This design comes from an exercise in tuning for small area, a short achievable clock period and few clock cycles per item on the open sky130 flow, not from production work.
Only simulation tests tie the RTL to the original design; equivalence was not proved.
Power figures rest on the tool's default switching activity, not on a simulated workload.

### run.sh
#!/bin/bash
# synth_recipe.tcl (not shown) runs the flow's synth.tcl, then flattens the netlist and writes it again
# the make line also repeats each setting of config.mk as NAME=value (left out here)
make -C /OpenROAD-flow-scripts/flow DESIGN_CONFIG=/design/flow/config.mk WORK_HOME=/design/flow/orfs CLKGATE_MAP_FILE= SYNTH_SCRIPT=/design/flow/synth_recipe.tcl finish
### constraint.sdc
create_clock -name core_clock -period 5.0 [get_ports {clk}]
set_input_delay 1.0000 -clock core_clock [delete_from_list [all_inputs] [get_ports {clk}]]
set_output_delay 1.0000 -clock core_clock [all_outputs]
set_load 0.01 [all_outputs]
### design.v
module data_mem_mc #(
  parameter int    DATA_W    = 32,
  parameter int    ADDR_W    = 10,
  parameter int    DEPTH     = 128,
  parameter int    LATENCY   = 2,
  parameter        INIT_FILE = ""
) (
  input  logic              clk,
  input  logic              rst,
  input  logic              req_valid_i,
  output logic              req_ready_o,
  input  logic              req_we_i,
  input  logic [ADDR_W-1:0] req_addr_i,
  input  logic [DATA_W-1:0] req_wdata_i,
  output logic              rsp_valid_o,
  input  logic              rsp_ready_i,
  output logic [DATA_W-1:0] rsp_rdata_o,
  output logic [1:0]        rsp_exc_o
);
  localparam int IDX_W = $clog2(DEPTH);
  logic [DATA_W-1:0] mem_q [DEPTH];
  logic              o_valid_q, s_valid_q;
  logic [1:0]        o_exc_q, s_exc_q;
  logic [DATA_W-1:0] o_data_q, s_data_q;
  logic              ready_q;
  logic [1:0]        in_exc;
  logic [IDX_W-1:0]  in_idx;
  logic              in_legal;
  logic              accept, take;
  logic [DEPTH-1:0]  rd_sel;
  logic [DATA_W-1:0] in_data;
  assign in_exc[0] = |req_addr_i[1:0];
  assign in_exc[1] = req_addr_i[9];
  assign in_legal  = ~|in_exc;
  assign in_idx    = req_addr_i[2 +: IDX_W];
  assign accept = req_valid_i & ready_q;
  assign take   = o_valid_q & rsp_ready_i;
  always_comb begin
    for (int w = 0; w < DEPTH; w++)
      rd_sel[w] = in_legal & ~req_we_i & (in_idx == IDX_W'(w));
  end
  always_comb begin
    in_data = '0;
    for (int w = 0; w < DEPTH; w++)
      in_data = in_data | (mem_q[w] & {DATA_W{rd_sel[w]}});
  end
  always_ff @(posedge clk) begin
    for (int w = 0; w < DEPTH; w++)
      if (accept && !rst && in_legal && req_we_i && in_idx == IDX_W'(w))
        mem_q[w] <= req_wdata_i;
  end
  logic o_load, s_valid_d;
  assign o_load    = ~o_valid_q | take;
  assign s_valid_d = o_load ? (s_valid_q & accept) : (s_valid_q | accept);
  always_ff @(posedge clk) begin
    if (rst) begin
      o_valid_q <= 1'b0;
      s_valid_q <= 1'b0;
      ready_q   <= 1'b1;
    end else begin
      s_valid_q <= s_valid_d;
      ready_q   <= ~s_valid_d;
      if (o_load) o_valid_q <= s_valid_q | accept;
    end
  end
  always_ff @(posedge clk) begin
    if (o_load) begin
      o_exc_q  <= s_valid_q ? s_exc_q  : in_exc;
      o_data_q <= s_valid_q ? s_data_q : in_data;
    end
    if (accept) begin
      s_exc_q  <= in_exc;
      s_data_q <= in_data;
    end
  end
  assign req_ready_o = ready_q;
  assign rsp_valid_o = o_valid_q;
  assign rsp_rdata_o = o_data_q;
  assign rsp_exc_o   = o_exc_q;
endmodule
### config.mk
export PLATFORM = sky130hd
export DESIGN_NAME = data_mem_mc
export DESIGN_NICKNAME = data_mem_mc
export VERILOG_FILES = /design/flow/design.v
export SDC_FILE = /design/flow/constraint.sdc
export NUM_CORES = 4
export LEC_CHECK = 0
export CAP_MARGIN = 20
export CORE_MARGIN = 2
export CORE_UTILIZATION = 40
export SLEW_MARGIN = 20
==> results.sh, run 1 <==
export IMPL_yosysSeqAreaShare_pct=80.3
export IMPL_clockBufferDepth=4
export IMPL_clock_sinks=4167
export IMPL_hold_start="req_wdata_i[25]"
export IMPL_syn_instance_count=8609
export IMPL_dieArea_um2=395000
export IMPL_p_sw_share_pct=22.6
export IMPL_first_iter_violations=28383
export IMPL_ant_nets=0
export IMPL_end_kind="flip-flop"
export IMPL_status="finished with violations"
export IMPL_r2r_start="mem_q[63][26]"
export IMPL_clock_latency_ps=1100
export IMPL_postSynth_asyncResetShare_pct=0
export IMPL_drive_above_1_share_pct=27.1
export IMPL_dp_hpwl_um=620000
export IMPL_syn_area_per_cell_um2=18.1
export IMPL_relSlewSlack_pct=-2.40
export IMPL_synthTopCellsByArea="edfxtp_1, a22oi_1, nand4_1"
export IMPL_syn_area_um2=156000
export IMPL_final_common_cell="edfxtp_1"
export IMPL_nNetsFinal=10366
export IMPL_hold_class="in -> reg"
export IMPL_drc=0
export IMPL_first_global_vias=103471
export IMPL_synth_top_area_share_pct=80.2
export IMPL_ys_ff_latch=4167
export IMPL_critical_path_max_fanout=24
export IMPL_required_ps=5790
export IMPL_critPathArrivalTime_ps=5910
export IMPL_synth_ff_type="edfxtp_1"
export IMPL_internal_power_mw=57.1
export IMPL_yosys_warnings=2
export IMPL_setup_tns_ps=-114
export IMPL_grt_antenna_before_repair=162
export IMPL_combinationalPowerShare_pct=3.6
export IMPL_rows=229
export IMPL_grt_start_max_net_pins=129
export IMPL_htreeDepth=5
export IMPL_synth_nets=8656
export IMPL_holdPathStages=1
export IMPL_rr_worst_depth=8
export IMPL_synth_top_area_cell="edfxtp_1"
export IMPL_finalHoldViolCount=0
export IMPL_die_h_um=628
export IMPL_r2r_end="o_data_q[26]"
export IMPL_drtPass1Iterations=8
export IMPL_grt_ovfl_total=0
export IMPL_numCtsBuffers=436
export IMPL_grt_pass1_wl_um=1160000
export IMPL_ys_types=85
export IMPL_port_buffers=82
export IMPL_p_switching_mw=16.7
export IMPL_synth_edf_count=4164
export IMPL_mostFrequentLayoutCells="edfxtp_1, buf_4, a22oi_1, nand4_1, buf_12"
export IMPL_finalWeightedCongestion=1.03
export IMPL_wl_per_cell_um=57.9
export IMPL_share_seq_of_total_power_pct=52.2
export IMPL_start_kind="primary input"
export IMPL_clkTransAtPathRegs_ps=60
export IMPL_setup_ws_ps=-114
export IMPL_p_leak_nw=63.6
export IMPL_tightest_slew_ps=1500
export IMPL_hold_buffers=0
export IMPL_clkPwrFrac_pct=44.2
export IMPL_area_delta_synth_final_pct=26.1
export IMPL_cts_root_buf="clkbuf_16"
export IMPL_worstSetupPathType="in -> reg"
export IMPL_period_needed_ps=5110
export IMPL_cap_viol_max_count=1
export IMPL_setup_violations=1
export IMPL_violations="max-capacitance violations, max-slew violations, negative setup slack"
export IMPL_viasPerCell=7.34
export IMPL_die_x_um=628
export IMPL_cts_tree="built"
export IMPL_holdPathEnd="mem_q[51][25]"
export IMPL_post_cts_resized=0
export IMPL_pin_count=83
export IMPL_fin_skew_ps=124
export IMPL_grt_usage_pct=45.9
export IMPL_fin_crit_sh_pct=102
export IMPL_drv_slew=1
export IMPL_timing_reg2reg_setup_slack_ps=750
export IMPL_vias=117789
export IMPL_cts_setup_buffers=0
export IMPL_start_util_pct=40.1
export IMPL_rsz0062_at_grt="false"
export IMPL_wirelength_um=929000
export IMPL_core_area_um2=389000
export IMPL_fmax_mhz=196
export IMPL_post_place_ws_ps=-923
export IMPL_p_per_area_nw_per_um2=376
export IMPL_ir_worst_vdd_v=0.000345
[registers in the layout (all words and copies together) (netlist names)]
name       cells
s_exc_q        2
o_valid_q      1
o_data_q      32
mem_q       4096
ready_q        1
o_exc_q        2
s_data_q      32
s_valid_q      1
[per-stage QoR]
step | hold WS, ps | power (mW) | std cells | area [um^2] | utilization [%]
3_3_place_gp | 534 | 41.7 | 15065 | 182000 | 46.8
6_report | 132 | 73.8 | 16049 | 197000 | 50.6
3_5_place_dp | 535 | 41.8 | 15073 | 182000 | 46.9
5_1_grt | 149 | 74.8 | 15945 | 196000 | 50.5
4_1_cts | 119 | 73.4 | 15872 | 196000 | 50.5
2_1_floorplan | 523 | 39.9 | 8609 | 156000 | -
[final cells by class]
cell class / instances / area (um^2)
fill: 31821 / 192000
sequential: 4167 / 125000
multi-input combinational: 3832 / 29900
timing repair buffer: 1875 / 20700
clock buffer: 533 / 11300
tap: 5197 / 6500
clock inverter: 266 / 2670
antenna: 172 / 430
inverter: 7 / 31.3
[synthesized netlist by cell type (12+ instances only)]
cell          n
edfxtp_1   4164
a22oi_1     929
nand4_1     532
clkbuf_1    257
nor2_1      237
mux2i_1     228
a22o_1      223
buf_2       199
nand2_1     155
o22ai_1     138
a221oi_1    129
mux2_2      126
nor3_1      117
a21oi_1     102
o2bb2ai_1   102
buf_1        87
nor4_1       87
nand3_1      73
a222oi_1     61
or4_1        51
and4_1       46
a2bb2oi_1    40
o21ai_0      40
a32oi_1      36
buf_4        33
a2111oi_0    30
a31oi_1      27
buf_6        26
nor3_2       25
o2111ai_1    19
o211ai_1     19
a221o_1      16
and3_1       16
nor3b_1      16
a32o_1       15
and4b_1      12
[how the worst max path moves through the flow]
stage,from,end,slack (ps)
2_1_floorplan,req_addr_i[6],mem_q[0][0],70
3_3_place_gp,req_addr_i[2],s_data_q[13],-1280
3_5_place_dp,req_addr_i[2],o_data_q[26],-920
4_1_cts,req_addr_i[2],o_data_q[26],130
5_1_grt,req_addr_i[2],o_data_q[26],140
6_report,req_addr_i[3],o_data_q[26],-110
[cells by family (layout without fill, tap and decap cells)]
| group | Yosys count | count (layout) | share of synthesized area [%] |
|---|---|---|---|
| buffers and inverters | 610 | 2681 | 1.83 |
| AND/OR/NAND/NOR | 1464 | 1464 | 5.47 |
| flip-flops | 4167 | 4167 | 80.3 |
| other | 0 | 172 | 0 |
| AO/OA/AOI/OAI | 2004 | 2004 | 9.98 |
| multiplexers | 364 | 364 | 2.46 |
[worst max-delay path, cell delays in order]
cell and delay [ps]:
buf_4 380, buf_4 270, buf_4 140, nor4b_4 90
buf_4 260, buf_4 280, a22oi_1 210, o2bb2ai_1 170
nor4_1 830, buf_4 230, nand4_1 570, buf_4 380
or4_1 660, mux2_2 330
[power by group through the flow]
stage / Combinational [mW] / Sequential [mW] / Clock, mW
finish: 2.67 / 38.5 / 32.6
CTS: 2.52 / 38.5 / 32.4
detailed placement: 2.52 / 39.3 / 0
floorplan: 0.638 / 39.2 / 0
global route: 2.59 / 38.5 / 33.7
global placement: 2.49 / 39.3 / 0
[per-layer routing]
metal  vias to the layer above  share of wire, %  GRT usage, %
met5                         -             0.052        0.0362
met4                        40                10          38.2
met3                      3408                16          18.4
met2                     13481                40          62.3
met1                     60611                34          57.4
li1                      40249                 -             -
Testbench counts, summed over its fixed seeds: cycles 32,008, items 32,000.
==> inputs of run 2 (changes only) <==
--- a/design.v
+++ b/design.v
@@ -21,2 +21,7 @@
   logic [DATA_W-1:0] mem_q [DEPTH];
+  logic              a_valid_q;
+  logic              a_we_q;
+  logic [1:0]        a_exc_q;
+  logic [DEPTH-1:0]  a_sel_q;
+  logic [DATA_W-1:0] a_wdata_q;
   logic              o_valid_q, s_valid_q;
@@ -27,9 +32,7 @@
   logic [IDX_W-1:0]  in_idx;
-  logic              in_legal;
   logic              accept, take;
-  logic [DEPTH-1:0]  rd_sel;
-  logic [DATA_W-1:0] in_data;
+  logic              a_wr, a_rd;
+  logic [DATA_W-1:0] rd_word, rd_data;
   assign in_exc[0] = |req_addr_i[1:0];
   assign in_exc[1] = req_addr_i[9];
-  assign in_legal  = ~|in_exc;
   assign in_idx    = req_addr_i[2 +: IDX_W];
@@ -37,21 +40,33 @@
   assign take   = o_valid_q & rsp_ready_i;
-  always_comb begin
+  always_ff @(posedge clk) begin
+    if (accept) begin
+      a_we_q    <= req_we_i;
+      a_exc_q   <= in_exc;
+      a_wdata_q <= req_wdata_i;
+      for (int w = 0; w < DEPTH; w++)
+        a_sel_q[w] <= ~|in_exc & (in_idx == IDX_W'(w));
+    end
+  end
+  assign a_wr = a_valid_q & a_we_q;
+  assign a_rd = ~a_we_q;
+  always_ff @(posedge clk) begin
     for (int w = 0; w < DEPTH; w++)
-      rd_sel[w] = in_legal & ~req_we_i & (in_idx == IDX_W'(w));
+      if (a_wr && a_sel_q[w])
+        mem_q[w] <= a_wdata_q;
   end
   always_comb begin
-    in_data = '0;
+    rd_word = '0;
     for (int w = 0; w < DEPTH; w++)
-      in_data = in_data | (mem_q[w] & {DATA_W{rd_sel[w]}});
+      rd_word = rd_word | (mem_q[w] & {DATA_W{a_sel_q[w]}});
   end
-  always_ff @(posedge clk) begin
-    for (int w = 0; w < DEPTH; w++)
-      if (accept && !rst && in_legal && req_we_i && in_idx == IDX_W'(w))
-        mem_q[w] <= req_wdata_i;
-  end
-  logic o_load, s_valid_d;
+  assign rd_data = rd_word & {DATA_W{a_rd}};
+  logic o_load, a_move, s_valid_d, o_valid_d, a_valid_d;
   assign o_load    = ~o_valid_q | take;
-  assign s_valid_d = o_load ? (s_valid_q & accept) : (s_valid_q | accept);
+  assign a_move    = a_valid_q & (o_load | ~s_valid_q);
+  assign o_valid_d = o_load ? (s_valid_q | a_valid_q) : 1'b1;
+  assign s_valid_d = o_load ? (s_valid_q & a_valid_q) : (s_valid_q | a_valid_q);
+  assign a_valid_d = accept | (a_valid_q & ~a_move);
   always_ff @(posedge clk) begin
     if (rst) begin
+      a_valid_q <= 1'b0;
       o_valid_q <= 1'b0;
@@ -60,5 +75,6 @@
     end else begin
+      a_valid_q <= a_valid_d;
+      o_valid_q <= o_valid_d;
       s_valid_q <= s_valid_d;
-      ready_q   <= ~s_valid_d;
-      if (o_load) o_valid_q <= s_valid_q | accept;
+      ready_q   <= ~(a_valid_d & o_valid_d & s_valid_d);
     end
@@ -67,8 +83,8 @@
     if (o_load) begin
-      o_exc_q  <= s_valid_q ? s_exc_q  : in_exc;
-      o_data_q <= s_valid_q ? s_data_q : in_data;
+      o_exc_q  <= s_valid_q ? s_exc_q  : a_exc_q;
+      o_data_q <= s_valid_q ? s_data_q : rd_data;
     end
-    if (accept) begin
-      s_exc_q  <= in_exc;
-      s_data_q <= in_data;
+    if (a_move) begin
+      s_exc_q  <= a_exc_q;
+      s_data_q <= rd_data;
     end
--- a/config.mk
+++ b/config.mk
@@ -9,3 +9,7 @@
 export CORE_MARGIN = 2
-export CORE_UTILIZATION = 40
+export CORE_UTILIZATION = 60
+export CTS_CLUSTER_DIAMETER = 100
+export CTS_CLUSTER_SIZE = 30
+export PLACE_DENSITY = 0.72
+export SETUP_SLACK_MARGIN = 2.5
 export SLEW_MARGIN = 20
==> results.sh, run 2 <==
export IMPL_whs_ps=548
export IMPL_synthTopCellsByArea="edfxtp_1, a22oi_1, a22o_1"
export IMPL_clockBufferDepth=3
export IMPL_rsz0062_at_grt="true"
export IMPL_drtPass1Iterations=6
export IMPL_setup_ws_ps=1770
export IMPL_wirelength_um=448000
export IMPL_grt_pass1_wl_um=620000
export IMPL_setup_violations=0
export IMPL_clkTransAtPathRegs_ps=120
export IMPL_start_util_pct=60.4
export IMPL_fillers=16355
export IMPL_p_per_area_nw_per_um2=352
export IMPL_htreeDepth=4
export IMPL_cap_viol_max_count=0
export IMPL_synth_nets=7911
export IMPL_syn_area_per_cell_um2=19.7
export IMPL_clock_sinks=4331
export IMPL_finalHoldViolCount=0
export IMPL_p_leak_nw=52.8
export IMPL_timing_reg2reg_setup_slack_ps=1770
export IMPL_finalWeightedCongestion=1.02
export IMPL_dpl_cell_area_um2=161000
export IMPL_dp_hpwl_um=268000
export IMPL_start_kind="flip-flop"
export IMPL_yosysSeqAreaShare_pct=83.8
export IMPL_syn_instance_count=7864
export IMPL_synth_ff_type="edfxtp_1"
export IMPL_nNetsFinal=8261
export IMPL_worstSetupPathType="reg -> reg"
export IMPL_fin_crit_sh_pct=64.6
export IMPL_critPathArrivalTime_ps=3880
export IMPL_grt_antenna_before_repair=24
export IMPL_fin_skew_ps=66.1
export IMPL_mostFrequentLayoutCells="edfxtp_1, a22oi_1, a22o_1, buf_4, a221oi_1"
export IMPL_first_iter_violations=16638
export IMPL_cts_tree="built"
export IMPL_ir_worst_vdd_v=0.000369
export IMPL_grt_usage_pct=33.6
export IMPL_top_register="mem_q"
export IMPL_hold_class="reg -> reg"
export IMPL_tightest_slew_ps=1280
export IMPL_status="finished clean"
export IMPL_largest_reg_flops=4096
export IMPL_grt_start_max_net_pins=129
export IMPL_dieArea_um2=263000
export IMPL_viasPerCell=7.39
export IMPL_first_global_vias=80591
export IMPL_synthTopCellsByCount="edfxtp_1, a22oi_1, a22o_1"
export IMPL_ys_ff_latch=4331
export IMPL_synth_edf_count=4327
export IMPL_grt_ovfl_total=0
export IMPL_clock_latency_ps=930
export IMPL_vias=86049
export IMPL_reg_top3="mem_q x4096, a_sel_q x128"
export IMPL_rows=186
export IMPL_pin_count=83
export IMPL_yosys_warnings=2
export IMPL_synth_top_area_cell="edfxtp_1"
export IMPL_period_needed_ps=3230
export IMPL_end_kind="flip-flop"
export IMPL_p_total_mw=59.8
export IMPL_final_common_cell="edfxtp_1"
export IMPL_postSynth_asyncResetShare_pct=0
export IMPL_wl_per_cell_um=38.5
export IMPL_syn_area_um2=155000
export IMPL_fmax_mhz=309
export IMPL_ant_nets=0
export IMPL_relSlewSlack_pct=14.3
export IMPL_finalCoreUtilization_pct=66.1
export IMPL_yosysMostFrequentCell="edfxtp_1"
export IMPL_core_area_um2=257000
export IMPL_ff_latch_area_um2=130000
export IMPL_critical_path_max_fanout=4
export IMPL_drive_above_1_share_pct=16.0
export IMPL_cts_root_buf="clkbuf_16"
export IMPL_required_ps=5650
export IMPL_port_buffers=82
export IMPL_post_place_ws_ps=1190
export IMPL_die_x_um=513
export IMPL_multiInputGateArea_um2=24600
export IMPL_final_area_um2=170000
export IMPL_drc=0
export IMPL_finalNonFillerCells=11639
export IMPL_area_delta_synth_final_pct=9.50
export IMPL_ys_types=40
export IMPL_die_h_um=513
export IMPL_drv_slew=0
export IMPL_setup_tns_ps=0
export IMPL_placed_cells=11198
export IMPL_synth_top_area_share_pct=83.7
export IMPL_hold_buffers=0
export IMPL_numCtsBuffers=164
-- run 2: changes by cell type in the layout (fill, tap and decap cells not counted), sizes merged, moves of 158 or more --
cell | before | now
a22oi | 930 | 768
nand4 | 532 | 256
diode | 172 | 14
a22o | 223 | 640
mux2i | 228 | 0
buf | 1832 | 704
a221oi | 130 | 640
edfxtp | 4164 | 4327
clkbuf | 533 | 174
clkinv | 217 | 10
-- run 2: area by class of cell --
class	count	area share, %
Multi-Input combinational cell	2965	14.5
Timing Repair Buffer	751	3.87
Sequential cell	4331	76.5
Inverter	1	0.00221
Antenna cell	14	0.0206
Tap cell	3384	2.49
Clock inverter	19	0.192
Clock buffer	174	2.45
-- run 2: per-layer routing --
metal	part of all wire, %	wire length, um	global-route usage [%]
met5	0.064	287	0.584
met4	5.9	26600	17.6
met3	13	58400	7.56
met2	46	205000	50.0
met1	35	158000	46.9
-- run 2: cell families (layout without fill, tap and decap cells) --
kind of cell / Yosys count / after routing / share of synthesized area, %
compound gates: 2085 / 2085 / 11.3
fa+ha+maj: 1 / 1 / 0.00645
buf+inv: 568 / 945 / 1.81
flops: 4331 / 4331 / 83.8
mux: 2 / 2 / 0.0145
other cells: 0 / 14 / 0
simple gates: 877 / 877 / 3.09
-- run 2: final timing paths --
kind | startpoint | endpoint | cells after the start
worst max-delay path | a_sel_q[57] | s_data_q[18] | 9
worst min-delay path | s_data_q[18] | o_data_q[18] | 2
worst max register to register | a_sel_q[57] | s_data_q[18] | 9
worst min register to register | s_data_q[18] | o_data_q[18] | 2
-- run 2: repair_timing --
item,in CTS,in global routing
setup endpoints to repair,3004,380
resized for setup,452,146
pin swaps,106,81
gates cloned,5,0
setup buffers,202,25
-- run 2: power breakdown --
part	switching [mW]	leakage [nW]	internal [mW]
clock network	10.5	2.18	6.13
registers	0.206	39.4	40.4
logic	1.99	11.2	0.669
-- run 2: critical path: stages (launching register included) --
cell and delay (ps):
edfxtp_1 460, buf_12 190, buf_12 140, a22o_1 240, a221oi_4 300, nand4_1 370
nor4_4 780, buf_4 230, and3_4 180, nor2_1 40
Testbench counts of run 2, summed over its fixed seeds: cycles 32,016, items 32,000.

## re-timing with driven ports
In the flow no input, the clock included, has a driving cell. The finished layouts below were timed again as built, in two steps. Step 1 assumes that a clkbuf_16 drives the clock port and a buf_2 every other input. Step 2 adds t to the input delays and takes it off the output delays; t is the mean of the earliest and latest rising clock arrival at the registers after step 1. Input paths then give back, and output paths get back, about the clock's delay inside the block. Three values: no drivers, after step 1, after step 2; two values: the first two.
run | t (ns) | setup slack, ns | hold WS [ns] | clock arrival spread, ns
run 1 | 1.169 | -0.114 / -0.122 / -1.291 | 0.132 / 0.026 / 0.551 | 0.132 / 0.132
run 2 | 0.990 | 1.768 / 1.768 / 1.347 | 0.548 / 0.548 / 0.548 | 0.071 / 0.071
The setup slack of run 1, which loses most, moves by -0.008 ns with the drivers and by -1.177 ns with both steps.
